This design comes from an exercise in tuning for small area, a short achievable clock period and few clock cycles per item on the open sky130 flow, not from production work.
Function was checked by simulation only, so behaviour that the tests miss may differ from the original.

## flow/design.v

```verilog
package fp_mul_pkg;
  localparam logic RND_HALF_UP      = 1'b0;
  localparam logic RND_NEAREST_EVEN = 1'b1;
  typedef struct packed {
    logic inv;
    logic ovf;
    logic unf;
  } fp_flags_t;
  function automatic int fp_bias(input int exp_w);
    fp_bias = (1 << (exp_w - 1)) - 1;
  endfunction
  function automatic logic fp_sign_bit(input logic [63:0] x, input int exp_w,
                                       input int man_w);
    fp_sign_bit = x[exp_w + man_w];
  endfunction
  function automatic logic [63:0] fp_exp_field(input logic [63:0] x,
                                               input int exp_w,
                                               input int man_w);
    fp_exp_field = (x >> man_w) & ((64'd1 << exp_w) - 64'd1);
  endfunction
  function automatic logic [63:0] fp_frac_field(input logic [63:0] x,
                                                input int man_w);
    fp_frac_field = x & ((64'd1 << man_w) - 64'd1);
  endfunction
endpackage
module fp_round_norm
#(
  parameter int EXP_W = 8,
  parameter int MAN_W = 23
) (
  input  logic [2*MAN_W+1:0]      prod_i,
  input  logic signed [EXP_W+1:0] exp_i,
  input  logic                    rnd_mode_i,
  output logic [MAN_W-1:0]        frac_o,
  output logic signed [EXP_W+1:0] exp_o
);
  localparam int M  = MAN_W;
  localparam int EW = EXP_W + 2;
  localparam logic signed [EW-1:0] ONE_S = EW'(1);
  function automatic logic round_inc(input logic mode, input logic g,
                                     input logic s, input logic lsb);
    if (mode == fp_mul_pkg::RND_NEAREST_EVEN) round_inc = g & (s | lsb);
    else round_inc = g;
  endfunction
  logic [M:0]             kept;
  logic                   guard;
  logic                   sticky;
  logic signed [EW-1:0]   exp_n;
  logic [M+1:0]           rsum;
  always_comb begin
    if (prod_i[2*M+1]) begin
      kept   = prod_i[2*M+1:M+1];
      guard  = prod_i[M];
      sticky = |prod_i[M-1:0];
      exp_n  = exp_i + ONE_S;
    end else begin
      kept   = prod_i[2*M:M];
      guard  = prod_i[M-1];
      sticky = |prod_i[M-2:0];
      exp_n  = exp_i;
    end
    rsum = {1'b0, kept} + (M+2)'(round_inc(rnd_mode_i, guard, sticky, kept[0]));
    if (rsum[M+1]) begin
      frac_o = rsum[M:1];
      exp_o  = exp_n + ONE_S;
    end else begin
      frac_o = rsum[M-1:0];
      exp_o  = exp_n;
    end
  end
endmodule
module fp_mul_pipe
#(
  parameter int EXP_W = 8,
  parameter int MAN_W = 23,
  localparam int W = 1 + EXP_W + MAN_W
) (
  input  logic         clk,
  input  logic         reset,
  input  logic         in_valid,
  output logic         in_ready,
  input  logic         rnd_mode,
  input  logic [W-1:0] a,
  input  logic [W-1:0] b,
  output logic         out_valid,
  input  logic         out_ready,
  output logic [W-1:0] c,
  output logic         ovf,
  output logic         unf,
  output logic         inv
);
  localparam int EW = EXP_W + 2;
  localparam int PW = 2 * MAN_W + 2;
  localparam logic signed [EW-1:0] BIAS_S = EW'(fp_mul_pkg::fp_bias(EXP_W));
  localparam logic signed [EW-1:0] EMAX_S = EW'((1 << EXP_W) - 1);
  localparam logic signed [EW-1:0] ZERO_S = EW'(0);
  localparam logic [EXP_W-1:0]     EXP_ONES = '1;
  localparam logic [EXP_W-1:0]     EXP_ZERO = '0;
  logic      en;
  logic      vld_p1, vld_p2, out_valid_q;
  logic [W-1:0] c_q, c_d;
  fp_mul_pkg::fp_flags_t flags_q, flags_d;
  assign en       = !out_valid_q | out_ready;
  assign in_ready = en;
  logic                 sa_p0, sb_p0;
  logic [EXP_W-1:0]     ea_p0, eb_p0;
  logic [MAN_W-1:0]     fa_p0, fb_p0;
  logic signed [EW-1:0] exp_p0;
  logic [PW-1:0]        prod_p0;
  always_comb begin
    sa_p0   = fp_mul_pkg::fp_sign_bit(64'(a), EXP_W, MAN_W);
    sb_p0   = fp_mul_pkg::fp_sign_bit(64'(b), EXP_W, MAN_W);
    ea_p0   = EXP_W'(fp_mul_pkg::fp_exp_field(64'(a), EXP_W, MAN_W));
    eb_p0   = EXP_W'(fp_mul_pkg::fp_exp_field(64'(b), EXP_W, MAN_W));
    fa_p0   = MAN_W'(fp_mul_pkg::fp_frac_field(64'(a), MAN_W));
    fb_p0   = MAN_W'(fp_mul_pkg::fp_frac_field(64'(b), MAN_W));
    exp_p0  = $signed({2'b00, ea_p0}) + $signed({2'b00, eb_p0}) - BIAS_S;
    prod_p0 = PW'({1'b1, fa_p0}) * PW'({1'b1, fb_p0});
  end
  logic                 sign_p1, rnd_p1, inv_p1, zero_p1;
  logic signed [EW-1:0] exp_p1;
  logic [PW-1:0]        prod_p1;
  always_ff @(posedge clk) begin
    if (en) begin
      sign_p1 <= sa_p0 ^ sb_p0;
      rnd_p1  <= rnd_mode;
      inv_p1  <= (ea_p0 == EXP_ONES) | (eb_p0 == EXP_ONES);
      zero_p1 <= (ea_p0 == EXP_ZERO) | (eb_p0 == EXP_ZERO);
      exp_p1  <= exp_p0;
      prod_p1 <= prod_p0;
    end
  end
  logic [MAN_W-1:0]     frac_rn;
  logic signed [EW-1:0] exp_rn;
  fp_round_norm #(
    .EXP_W (EXP_W),
    .MAN_W (MAN_W)
  ) u_round_norm (
    .prod_i     (prod_p1),
    .exp_i      (exp_p1),
    .rnd_mode_i (rnd_p1),
    .frac_o     (frac_rn),
    .exp_o      (exp_rn)
  );
  logic                 sign_p2, inv_p2, zero_p2;
  logic signed [EW-1:0] exp_p2;
  logic [MAN_W-1:0]     frac_p2;
  always_ff @(posedge clk) begin
    if (en) begin
      sign_p2 <= sign_p1;
      inv_p2  <= inv_p1;
      zero_p2 <= zero_p1;
      exp_p2  <= exp_rn;
      frac_p2 <= frac_rn;
    end
  end
  always_comb begin
    c_d     = {sign_p2, exp_p2[EXP_W-1:0], frac_p2};
    flags_d = '0;
    if (inv_p2) begin
      c_d         = '1;
      flags_d.inv = 1'b1;
    end else if (zero_p2) begin
      c_d = {sign_p2, {(W-1){1'b0}}};
    end else if (exp_p2 >= EMAX_S) begin
      c_d         = '1;
      flags_d.ovf = 1'b1;
    end else if (exp_p2 <= ZERO_S) begin
      c_d         = {sign_p2, {(W-1){1'b0}}};
      flags_d.unf = 1'b1;
    end
  end
  always_ff @(posedge clk) begin
    if (reset) begin
      vld_p1      <= 1'b0;
      vld_p2      <= 1'b0;
      out_valid_q <= 1'b0;
      c_q         <= '0;
      flags_q     <= '0;
    end else if (en) begin
      vld_p1      <= in_valid;
      vld_p2      <= vld_p1;
      out_valid_q <= vld_p2;
      if (vld_p2) begin
        c_q     <= c_d;
        flags_q <= flags_d;
      end
    end
  end
  assign out_valid = out_valid_q;
  assign c         = c_q;
  assign inv       = flags_q.inv;
  assign ovf       = flags_q.ovf;
  assign unf       = flags_q.unf;
endmodule
```

## flow/run.sh

```bash
#!/bin/bash
# synth_recipe.tcl (not shown) runs the flow's synth.tcl, then flattens the netlist and writes it again
# the make line also repeats each setting of config.mk as NAME=value (left out here)
make -C /OpenROAD-flow-scripts/flow DESIGN_CONFIG=/design/flow/config.mk WORK_HOME=/design/flow/orfs CLKGATE_MAP_FILE= SYNTH_SCRIPT=/design/flow/synth_recipe.tcl finish
```

## flow/config.mk

```make
export PLATFORM = sky130hd
export DESIGN_NAME = fp_mul_pipe
export DESIGN_NICKNAME = fp_mul_pipe
export VERILOG_FILES = /design/flow/design.v
export SDC_FILE = /design/flow/constraint.sdc
export NUM_CORES = 4
export LEC_CHECK = 0
export CAP_MARGIN = 20
export CORE_MARGIN = 2
export CORE_UTILIZATION = 40
export SLEW_MARGIN = 20
```

## flow/constraint.sdc

```tcl
create_clock -name core_clock -period 8.5 [get_ports {clk}]
set_input_delay 1.7000 -clock core_clock [delete_from_list [all_inputs] [get_ports {clk}]]
set_output_delay 1.7000 -clock core_clock [all_outputs]
set_load 0.01 [all_outputs]
```

==> run_results.csv <==
group,metric,value,unit
status,status,"timing/DRC/antenna clean",
sta,hold_violations,0,
yosys,synth.top_cell.area_share,38.4,%
sta,setup_viol,0,
yosys,synth_edf_count,98,
grt,grt_pass1_vias,20017,
yosys,synth_nets,3465,
clocking,cts_resized,0,
floorplan,fp.dieW,255,um
sta,worstMarginPinSlew,1.05,ns
route,vias,18744,
yosys,ys_warn_count,2,
yosys,yosysTopAreaCell,"fa_1",
floorplan,core,0.0627,mm2
setup_path,crit_path_end_kind,"flop",
sta,maxSlewHeadroom,29.8,%
final_layout,drive_gt1_share,9.24,%
yosys,ys_async_sr_fraction,0,%
floorplan,dieHeight,255,um
clocking,clk_path_buf_depth,2,
placed_design,dp_hpwl,56100,um
clocking,clkLatencyLatePin,0.41,ns
final_layout,final_area,0.0292,mm2
sta,fin_crit_sh,97.6,%
placed_design,dpl_cell_area,0.0285,mm2
grt,antenna_found_initial,2,
yosys,synth.top_cells.by_area,"fa_1 38%, edfxtp_1 12%, ha_1 9.5%",
final_layout,num-nets-final,3665,
grt,grt_max_degree,93,
route,routed_via_density,4.96,
setup_path,crit_arrival,8.55,ns
clocking,cts.sinks,136,
setup_path,crit_fanout,5,
floorplan,top_level_ports,106,
setup_path,crit_required,8.75,ns
floorplan,initial_core_util,40.2,%
setup_path,r2r_start,"prod_p1[47]",
route,wl_per_cell,17.1,um
setup_path,cp-startpoint,"a[14]",
yosys,ys_ff_latch,136,
flow_run,max-cap-violations,0,
floorplan,fp-row-count,92,
clocking,cts_max_level,4,
placed_design,place_congestion,0.906,
sta,finalCriticalPeriod,8.29,ns
clocking,cts_setup_buffers,0,
final_layout,diodes,0,
yosys,synth.top_cells.by_count,"571 x inv_1, 483 x fa_1, 330 x nand2_1",
route,drc,0,
floorplan,fp.dieArea,0.0650,mm2
hold_path,hold_class,"flop to flop",
clocking,cts_hold_buffers,0,
sta,drv_slew,0,
route,wirelength,64800,um
setup_path,cp-start-kind,"input pin",
sta,fmax,121,MHz
yosys,syn-cell-area,0.0252,mm2
clocking,cts.reportedPaths.clkPinSlew,0.07,ns
sta,whs,0.423,ns
route,antenna_left,0,
sta,rsz0062_at_grt,"no",
grt,track_usage,20.5,%
grt,grt_pass1_wl,105000,um
grt,overflow,0,
setup_path,critical_path_class,"input pin to flop",
route,dr.pass1.iters,5,
clocking,numCtsBuffers,17,
yosys,syn_area_per_cell,9.26,um2
yosys,yosysMostFrequentCell,"inv_1",
route,drtIter0Drc,1122,
clocking,cts-root-buf,"clkbuf_16",
placed_design,numPortBuffers,105,
yosys,ys_types,72,
yosys,synth_cells,2721,
yosys,synth_flop_cell,"edfxtp_1",
yosys,seq_area_frac_synth,14.7,%
sta,skew,0.0120,ns
final_layout,fillCellCount,5978,
final_layout,area_growth,16.0,%
hold_path,hp-start,"zero_p1",
clocking,cts_tree,"yes",
-- metrics by stage --
stage	worst slack (ns)	utilization [%]	instances	TNS, ns
2_1_floorplan	0.504	-	2721	0
3_3_place_gp	-0.232	45.5	3748	-1.86
3_5_place_dp	-0.265	45.5	3748	-2.46
4_1_cts	0.193	46.5	3780	0
5_1_grt	0.00560	46.6	3780	0
6_report	0.206	46.6	3780	0
-- final cells by class --
| type | instances | area, um2 | share of cell area (%) |
|---|---|---|---|
| clock buffer | 19 | 475 | 1.63 |
| clock inverter | 13 | 165 | 0.565 |
| inverter | 573 | 2150 | 7.36 |
| multi-input combinational | 1878 | 18900 | 64.6 |
| sequential | 136 | 3700 | 12.7 |
| tap | 846 | 1060 | 3.62 |
| timing repair buffer | 315 | 2800 | 9.58 |
-- layer usage --
metal	wire [um]	vias to the layer above	track usage [%]
li1	-	8725	-
met5	13	-	0
met2	30800	510	34.8
met3	3420	68	2.28
met4	1330	2	4.70
met1	29200	9439	28.3
-- registers in the layout, indices dropped and copies added (netlist names), 3 cells and up --
register,flops
prod_p1,48
c_q,32
frac_p2,23
exp_p1,10
exp_p2,10
flags_q,3
-- worst max-delay path, cell delays in order --
cell and delay, ns:
clkdlybuf4s50_1 0.64, buf_4 0.17, nand2_1 0.07, fa_1 0.51, inv_1 0.05, fa_1 0.47
inv_1 0.06, fa_1 0.49, fa_1 0.52, inv_1 0.06, fa_1 0.49, fa_1 0.50
inv_1 0.06, fa_1 0.53, inv_1 0.06, ha_1 0.33, buf_4 0.16, and3_1 0.17
nand2_1 0.06, a211o_1 0.29, a31oi_4 0.24, o21ai_2 0.10, or4_1 0.45, and4b_1 0.21
a211oi_2 0.15
-- worst paths after layout --
check,to,slack [ns],cells after the start
max,prod_p1[46],0.21,25
min,zero_p2,0.42,0
max reg2reg,exp_p2[9],4.26,14
min reg2reg,zero_p2,0.42,0
-- cells by family after synthesis --
group | after synthesis | synth area share [%]
compound gates | 252 | 6.32
xor+xnor | 91 | 3.16
fa+ha+maj | 675 | 47.9
buf+inv | 707 | 10.6
flops | 136 | 14.7
mux | 13 | 0.556
simple gates | 847 | 16.8
-- placed cells by master (no fill, tap or decap), types with 97 or more instances in the layout --
cell,count
inv_1,571
fa_1,483
nand2_1,330
and2_1,266
buf_4,195
ha_1,192
a21oi_1,109
clkdlybuf4s50_1,104
edfxtp_1,98
nor2_1,97
Testbench counts, summed over its fixed seeds: cycles 16,024, items 16,000.

## port drivers added, routing unchanged
How much do the figures lean on ideal ports? The routed layout below was timed once more, with nothing changed but the port constraints.
Step 1 (the two cells are an assumption about what drives the block):
set clk [get_ports {clk}]
set_driving_cell -lib_cell sky130_fd_sc_hd__clkbuf_16 $clk
set_driving_cell -lib_cell sky130_fd_sc_hd__buf_2 [delete_from_list [all_inputs] $clk]
Step 2 adds t to the input delays and takes it off the output delays; t is the mean of the earliest and latest rising clock arrival at the registers after step 1. Input paths then give back, and output paths get back, about the clock's delay inside the block.
Three values: no drivers, after step 1, after step 2; two values: the first two.
shift t [ns]: 0.456
setup WS [ns]: 0.206 / 0.229 / -0.226
hold slack, ns: 0.423 / 0.423 / 0.423
worst setup path at the end: input to register
cell pins on the clock port's net: 1
Met with ideal ports but missed after step 2: setup timing in this run. For this run, drivers alone change the setup slack by +0.023 ns; drivers and shift together by -0.432 ns.
